Context: an optimization exercise on an open-source flow, tuned for small area and a short achievable clock period. The choices shown serve that exercise and are no tape-out recipe.
Function was checked by simulation only, so behaviour that the tests miss may differ from the original.
Power and IR drop assume default switching activity.

## main
Design btb_assoc, start of the top module:
module btb_assoc #(
    parameter int unsigned SETS   = 32,
    parameter int unsigned TAG_W  = 10,
    parameter int unsigned ADDR_W = 32
) (
    input  logic              clk,
    input  logic              reset_n,
    input  logic              lookup_en,
    input  logic [ADDR_W-1:0] lookup_pc,
    output logic              hit,
    output logic              predict_taken,
    output logic [ADDR_W-1:0] predict_target,
    output logic [1:0]        counter_state,
    input  logic              upd_en,
    input  logic [ADDR_W-1:0] upd_pc,
    input  logic              upd_taken,
    input  logic [ADDR_W-1:0] upd_target,
    input  logic              flush
);
For scale: about 7000 cells after synthesis, roughly 2900 flip-flops, roughly 140 I/O pins.
export LEC_CHECK = 0
export CAP_MARGIN = 0
export CORE_MARGIN = 2
export CORE_UTILIZATION = 62
export CTS_BUF_LIST = sky130_fd_sc_hd__clkbuf_8
export CTS_CLUSTER_DIAMETER = 70
export CTS_CLUSTER_SIZE = 12
export PLACE_DENSITY = 0.72
export SETUP_SLACK_MARGIN = 2.5
export SLEW_MARGIN = 0
export TNS_END_PERCENT = 2
create_clock -name core_clock -period 7.5 [get_ports {clk}]
standard.sh (not shown) runs the stock make flow with config.mk's settings and CLKGATE_MAP_FILE= SYNTH_SCRIPT=/design/flow/synth_recipe.tcl, a recipe that flattens the netlist after the stock synthesis.
==> flow/flow/run.sh <==
#!/bin/bash
# The standard layout with two changes: the port buffers are buf_4 cells (the standard
# flow's choice is a slow delay cell), and resizing may change a cell's footprint.
# make's output goes to standard.log; each step's full log is in orfs/logs.
set -euo pipefail
bash standard.sh MATCH_CELL_FOOTPRINT=0 "BUFFER_PORTS_ARGS=-buffer_cell sky130_fd_sc_hd__buf_4" finish > standard.log 2>&1
main: no failed stages, no open violations at the end
[inputs] the feature branch vs main
Settings: a change of CAP_MARGIN from 0 to 20; a change of SLEW_MARGIN from 0 to 20; a change of TNS_END_PERCENT from 2 to 20.
==> flow/flow/run.sh <==
#!/bin/bash
# The standard layout with three changes: the port buffers are buf_4 cells (the standard
# flow's choice is a slow delay cell), resizing may change a cell's footprint, and io.tcl
# puts the lookup port's pins on the bottom edge and the update port's on the top edge.
# make's output goes to standard.log; each step's full log is in orfs/logs.
set -euo pipefail
F=$(cd "$(dirname "$0")" && pwd)
bash standard.sh MATCH_CELL_FOOTPRINT=0 "BUFFER_PORTS_ARGS=-buffer_cell sky130_fd_sc_hd__buf_4" \
  IO_CONSTRAINTS=$F/io.tcl finish > standard.log 2>&1
==> flow/flow/io.tcl (new file) <==
# Pin sides: the lookup port (its inputs and all four outputs) on the bottom edge, so the
# same-cycle lookup path starts and ends on one side; the update port on the top edge.
set_io_pin_constraint -pin_names {lookup_en lookup_pc[*] hit predict_taken predict_target[*] counter_state[*]} -region bottom:*
set_io_pin_constraint -pin_names {upd_en upd_pc[*] upd_taken upd_target[*] flush reset_n} -region top:*
[diff] upper clock frequency limit, the feature branch relative to main: regression
Diff main -> the feature branch: combinational cell fraction of total power now sits higher; clock power now sits higher; final critical path time including I/O delays and setup now sits higher.
Summary: post-layout total power, the feature branch worse than main
NOTE via count normalized by instance count main->the feature branch decreased slightly

* * *

Another version of the RTL of btb_assoc (not shown whole).
Size: roughly 7000 cells after synthesis, ~2900 flip-flops, ~140 I/O pins, ~0.11 mm2 of cells after synthesis.
export LEC_CHECK = 0
export CAP_MARGIN = 20
export CORE_MARGIN = 2
export CORE_UTILIZATION = 40
export SETUP_SLACK_MARGIN = 0.3
export SLEW_MARGIN = 20
create_clock -name core_clock -period 7.5 [get_ports {clk}]
run.sh (not shown) runs the stock make flow with config.mk's settings and CLKGATE_MAP_FILE= SYNTH_SCRIPT=/design/flow/synth_recipe.tcl, a recipe that flattens the netlist after the stock synthesis.
Stock flow here: none of the scripts above is used.
Edit:
ABC_CLOCK_PERIOD_IN_PS = 2500   (was unset)
CORE_UTILIZATION = 55   (was 40)
SETUP_SLACK_MARGIN = 2.5   (was 0.3)
TNS_END_PERCENT = 20   (was unset)
- cell area goes up by 8.9%
- first-iteration DRC count goes up by 25%
- sequential power barely changes
- clock-buffer cell count goes down by 20
- via count goes up by 13%
- global-route usage goes up by 18 points
- final cell count goes down by 2.9%

* * *

== the previous run ==
btb_assoc, a different RTL version from the one above (not shown whole).
Size in the first run: roughly 7100 cells after synthesis, roughly 2900 flip-flops, ~140 I/O pins, roughly 120000 sq um of cells after synthesis.
==> flow/config.mk <==
export PLATFORM = sky130hd
export DESIGN_NAME = btb_assoc
export DESIGN_NICKNAME = btb_assoc
export VERILOG_FILES = /design/flow/design.v
export SDC_FILE = /design/flow/constraint.sdc
export NUM_CORES = 4
export LEC_CHECK = 0
export CAP_MARGIN = 20
export CORE_MARGIN = 2
export CORE_UTILIZATION = 62
export CTS_BUF_LIST = sky130_fd_sc_hd__clkbuf_8
export CTS_CLUSTER_DIAMETER = 70
export CTS_CLUSTER_SIZE = 12
export PLACE_DENSITY = 0.72
export SETUP_SLACK_MARGIN = 2.5
export SLEW_MARGIN = 20
export TNS_END_PERCENT = 20
==> flow/constraint.sdc <==
create_clock -name core_clock -period 7.5 [get_ports {clk}]
set_input_delay 1.5000 -clock core_clock [delete_from_list [all_inputs] [get_ports {clk}]]
set_output_delay 1.5000 -clock core_clock [all_outputs]
set_load 0.01 [all_outputs]
Input changes introduced in the current run (baseline for comparison: the previous run):
==> flow/flow/run.sh (new file) <==
#!/bin/bash
# The standard layout with two changes: the port buffers are buf_4 cells (the standard
# flow's choice is a slow delay cell), and resizing may change a cell's footprint.
# make's output goes to standard.log; each step's full log is in orfs/logs.
set -euo pipefail
bash standard.sh MATCH_CELL_FOOTPRINT=0 "BUFFER_PORTS_ARGS=-buffer_cell sky130_fd_sc_hd__buf_4" finish > standard.log 2>&1
==> flow/standard.sh (new file) <==
#!/bin/bash
# synth_recipe.tcl (not shown) runs the flow's synth.tcl, then flattens the netlist and writes it again
# the make line also repeats each setting of config.mk as NAME=value (left out here)
make -C /OpenROAD-flow-scripts/flow DESIGN_CONFIG=/design/flow/config.mk WORK_HOME=/design/flow/orfs CLKGATE_MAP_FILE= SYNTH_SCRIPT=/design/flow/synth_recipe.tcl "${@:-finish}"
removed: flow/run.sh
[summary]
The current run vs. the previous run: signed area change from the synthesized netlist to the final layout about even, number of gates given a new drive strength after cts now smaller, final standard cell utilization of the core now sits at about the same level, share of cells above drive strength 1 flat, first-pass GRT wire length lower. Compared with the previous run, the current run shows a number of gates on the worst path with buffers counted that is 5 lower. Between the previous run and the current run, the flow reports maximum frequency increasing slightly. The previous run reports its kind of path behind the tightest hold check as reg2reg while the current run reports in2async. Summary: with the previous run as the reference, switching power summed over all nets in the current run moved up slightly. The current run and the previous run ended up with nearly the same combinational power. The current run vs the previous run — global-route usage dropped 0.63 points.

afterwards: timing with drivers on the ports:
How much do the figures lean on ideal ports? The routed layouts below were timed once more, with nothing changed but the port constraints. Step 1, drivers: a clkbuf_16 drives clk and a buf_2 each remaining input, both assumed. Step 2 times the ports against the registers' clock, not the clock port: input delays grow and output delays shrink by t, the midpoint of the rising clock arrivals with the driver on. Three values: no drivers, after step 1, after step 2; two values: the first two.
| run | t (ns) | setup slack, ns | worst setup path at the end | latest minus earliest clock arrival (ns) | cell pins on the clock port's net |
|---|---|---|---|---|---|
| main | 1.159 | 1.413 / 1.323 / 0.673 | input to register | 0.109 / 0.109 | 1 |
| the feature branch | 1.190 | 1.270 / 1.013 / 0.940 | input to register | 0.138 / 0.138 | 1 |
| the first run of note 2 | 1.044 | 0.142 / 0.114 / -0.204 | input to register | 0.100 / 0.101 | 1 |
| the second run of note 2 | 1.058 | 1.099 / 0.976 / 0.938 | input to register | 0.105 / 0.106 | 1 |
| the previous run | 1.143 | 1.342 / 1.219 / 0.967 | input to register | 0.099 / 0.099 | 1 |
| the current run | 1.154 | 1.442 / 1.017 / 0.936 | input to register | 0.124 / 0.124 | 1 |
Met with ideal ports but missed after step 2: setup timing in the first run of note 2. The setup slack of main, which loses most, moves by -0.090 ns with the drivers and by -0.740 ns with both steps.
